Source: an optimization exercise on an open RTL-to-GDS flow (aim: small area and a short achievable clock period). Production flows keep margins and buffers that such runs may drop. In this exercise RTL edits were held to simulation tests only and were not proved equivalent to the original. Power is estimated from default activity; no workload was simulated.

== build 93 ==
==> flow/design.v (excerpt) <==
module de_script_player #(
  parameter int DEPTH = 16,
  parameter int AW    = 4,
  parameter int DW    = 32,
  parameter int EW    = 50 + 5 * DW
) (
  input  logic          clk_i,
  input  logic          rst_n_i,
  input  logic          tbl_we_i,
  input  logic [AW-1:0] tbl_addr_i,
  input  logic [EW-1:0] tbl_data_i,
  input  logic [AW:0]   prog_len_i,
  input  logic          start_i,
  input  logic          de_v_i,
  input  logic          reg_dep_i,
  input  logic          mem_dep_i,
  input  logic          mr_stall_i,
  input  logic          mw_stall_i,
  output logic          ld_ag_o,
  output logic          ag_vin_o,
  output logic          de_re_o,
  output logic          de_we_o,
  output logic          de_rmsel_o,
  output logic          ro_needed_o,
  output logic          rm_needed_o,
  output logic [1:0]    de_alusel_o,
  output logic [2:0]    de_jmp_o,
  output logic [7:0]    de_modrm_o,
  output logic [15:0]   de_sreg_o,
  output logic [15:0]   de_ptr_o,
  output logic [DW-1:0] de_dval_o,
  output logic [DW-1:0] de_sval_o,
  output logic [DW-1:0] de_disp_o,
  output logic [DW-1:0] de_flags_o,
  output logic [DW-1:0] de_flag_ld_o,
  output logic          busy_o,
  output logic          done_o,
  output logic [15:0]   retired_o
);
Size in the first run: about 6500 cells after synthesis, about 3600 flip-flops, about 460 I/O pins, roughly 0.13 mm^2 of cells after synthesis.
clock: 5.0 ns
lec_check: 0
cap_margin: 20
core_margin: 2
core_utilization: 70
cts_cluster_diameter: 60
cts_cluster_size: 25
place_density: 0.8
setup_slack_margin: 2.3
slew_margin: 20
standard.sh (not shown) runs the stock make flow with config.mk's settings and CLKGATE_MAP_FILE= SYNTH_SCRIPT=/design/flow/synth_recipe.tcl, a recipe that flattens the netlist after the stock synthesis.
==> flow/flow/run.sh <==
#!/bin/bash
set -euo pipefail
cd "$(dirname "$0")/.."
export BUFFER_PORTS_ARGS="-buffer_cell sky130_fd_sc_hd__buf_1"
bash standard.sh MATCH_CELL_FOOTPRINT=0 finish > flow_make.log 2>&1
Build 93 | stages: all done | timing, DRC, antenna: all pass
Input-level comparison between build 44 and build 93:
- CTS_CLUSTER_DIAMETER now 70, was 60
- SETUP_SLACK_MARGIN now 2.6, was 2.3
- CTS_CLUSTER_SIZE now 28, was 25
Notes after the runs:
Status | build 44 and build 93 | clean. Total detailed-routing wirelength delta (build 44 − build 93): unfavourable. From build 93 to build 44 the numbers moved as follows: total via count after detailed routing increased 1445; maximum fanout along the worst path went down by 90; total power shows a reduction of about 0.6%.
[inputs] build 38 vs build 44
- SETUP_SLACK_MARGIN: 2.6 -> 2.3
Power: build 38 draws less than build 44. Build 38 — met3 routing resource usage after global routing 0.73 points lower, build 44 as reference. In build 38 the final-stage net count turned out 2.9% lower than in build 44.
#### Input delta (build 55 over build 38)
- swapping 2.3 for 3.0 in SETUP_SLACK_MARGIN
- swapping 28 for 25 in CTS_CLUSTER_SIZE
- swapping 70 for 60 in CTS_CLUSTER_DIAMETER
Findings:
- On share of cell area taken by multi-input logic gates, build 55 and build 38 are basically level.
- Compared with build 38, in build 55 per-cell via count in the routed design picked up an extra about 7.5%, synthesized area has remained practically unchanged, clock-buffer cell count higher, shortest clock period the worst path allows after layout -0.058 ns.
- Diff build 38 -> build 55 | via count | up by more than 10%
- In build 55, the worst voltage drop across the vdd grid came out about 6% above the value in build 38.
- From build 38 to build 55 the numbers moved as follows: non-filler instance count after layout rose 5.0%; setup slack climbed 0.058 ns.
Setup changes, build 55 to build 16
- SETUP_SLACK_MARGIN changed from 3.0 to 2.8
- CTS_CLUSTER_DIAMETER changed from 60 to 80
- CTS_CLUSTER_SIZE changed from 25 to 30
Results
- On total of fill cells in the finished design, the lower figure sits with build 55, not build 16.
- Measured against each other, build 55 and build 16 differ in power, the higher figure coming from build 55.
- On count of multi-input combinational gates, build 55 and build 16 are basically level.
- Going from build 55 to build 16, the sequential share of layout area was found to have gone up by 2.6 points.
- More vias were needed by build 55 than by build 16.
- Of build 55 and build 16, the lower internal power summed over all cells belongs to build 16.
- In build 16, the part of the total power dissipated in the clock network came out 3.5 points below the value in build 55.
- Per the comparison of build 16 with build 55, core utilization saw a decrease, global-route usage decreased 3.1 points, fraction of standard cell area in multi-input logic was more or less identical.
- Comparing build 55 and build 16, the lower minimum period implied by the final worst setup slack was measured on build 16.

* * *

de_script_player again, from the RTL that the note above started with.
Settings: LEC_CHECK=0, CAP_MARGIN=20, CORE_MARGIN=2, CORE_UTILIZATION=70, CTS_CLUSTER_DIAMETER=60, CTS_CLUSTER_SIZE=25, PLACE_DENSITY=0.8, SETUP_SLACK_MARGIN=2.6, SLEW_MARGIN=20; clock period 5.0 ns.
Scripts as last shown in full above: flow/flow/run.sh
The baseline went through all stages and came out clean.
Then changed:
==> flow/run.sh (new file) <==
#!/bin/bash
# synth_recipe.tcl (not shown) runs the flow's synth.tcl, then flattens the netlist and writes it again
# the make line also repeats each setting of config.mk as NAME=value (left out here)
make -C /OpenROAD-flow-scripts/flow DESIGN_CONFIG=/design/flow/config.mk WORK_HOME=/design/flow/orfs CLKGATE_MAP_FILE= SYNTH_SCRIPT=/design/flow/synth_recipe.tcl finish
removed: flow/flow/run.sh
removed: flow/standard.sh
The new run finished with timing, DRC and antenna clean.
Core utilization increases by 1.2 points.
Sequential cell count stays the same.
Final cell count is about the same.
First-iteration DRC count grows by a few percent.
Register-to-register slack is better by 0.08 ns.
Cell area went up slightly.
Global-route usage increases by 0.77 points.
Then changed:
==> flow/flow/run.sh (new file) <==
#!/bin/bash
set -euo pipefail
cd "$(dirname "$0")/.."
export BUFFER_PORTS_ARGS="-buffer_cell sky130_fd_sc_hd__buf_1"
bash standard.sh MATCH_CELL_FOOTPRINT=0 finish > flow_make.log 2>&1
==> flow/standard.sh (new file) <==
#!/bin/bash
# synth_recipe.tcl (not shown) runs the flow's synth.tcl, then flattens the netlist and writes it again
# the make line also repeats each setting of config.mk as NAME=value (left out here)
make -C /OpenROAD-flow-scripts/flow DESIGN_CONFIG=/design/flow/config.mk WORK_HOME=/design/flow/orfs CLKGATE_MAP_FILE= SYNTH_SCRIPT=/design/flow/synth_recipe.tcl "${@:-finish}"
Settings changed: CTS_CLUSTER_DIAMETER 60 to 70, CTS_CLUSTER_SIZE 25 to 28, SETUP_SLACK_MARGIN 2.6 to 2.8.
removed: flow/run.sh
=> Synthesized area stays the same; wire length is higher by a few percent; global-route usage increases by 0.50 points; setup slack gains 0.082 ns; first-iteration DRC count is higher by a few percent; final cell count is about the same.

## re-timing with driven ports
The flow's constraints put no driver on any port. The routed layouts listed below were extracted and timed again, unchanged, in two steps.
Step 1 (the two cells are an assumption about what drives the block):
set clk [get_ports {clk_i}]
set_driving_cell -lib_cell sky130_fd_sc_hd__clkbuf_16 $clk
set_driving_cell -lib_cell sky130_fd_sc_hd__buf_2 [delete_from_list [all_inputs] $clk]
Step 2 also shifts input and output timing later by t, the mid clock arrival at the registers, as if the neighbouring blocks saw the same clock.
Slacks: no drivers / after step 1 / after step 2; pairs: no drivers / after step 1.
run | shift t [ns] | setup slack, ns | hold slack, ns | latest minus earliest clock arrival (ns)
build 93 | 0.949 | 2.302 / 2.228 / 1.374 | 0.058 / -0.011 / 0.496 | 0.048 / 0.048
build 44 | 0.956 | 2.398 / 2.301 / 1.553 | 0.058 / -0.013 / 0.512 | 0.064 / 0.063
build 38 | 0.936 | 2.289 / 2.232 / 1.393 | 0.077 / 0.008 / 0.498 | 0.047 / 0.047
build 55 | 0.986 | 2.347 / 2.252 / 1.865 | 0.037 / -0.033 / 0.510 | 0.065 / 0.065
build 16 | 0.943 | 2.403 / 2.310 / 1.793 | 0.068 / 0.000 / 0.503 | 0.055 / 0.055
the first run of note 2 | 0.954 | 2.329 / 2.236 / 1.576 | 0.065 / -0.004 / 0.505 | 0.045 / 0.045
the second run of note 2 | 0.946 | 2.274 / 2.184 / 1.703 | 0.087 / 0.046 / 0.505 | 0.048 / 0.048
the third run of note 2 | 0.950 | 2.356 / 2.259 / 1.805 | 0.065 / -0.007 / 0.515 | 0.056 / 0.056
After both steps every run listed still meets setup and hold. For build 93, which loses most, drivers alone change the setup slack by -0.074 ns; drivers and shift together by -0.928 ns.
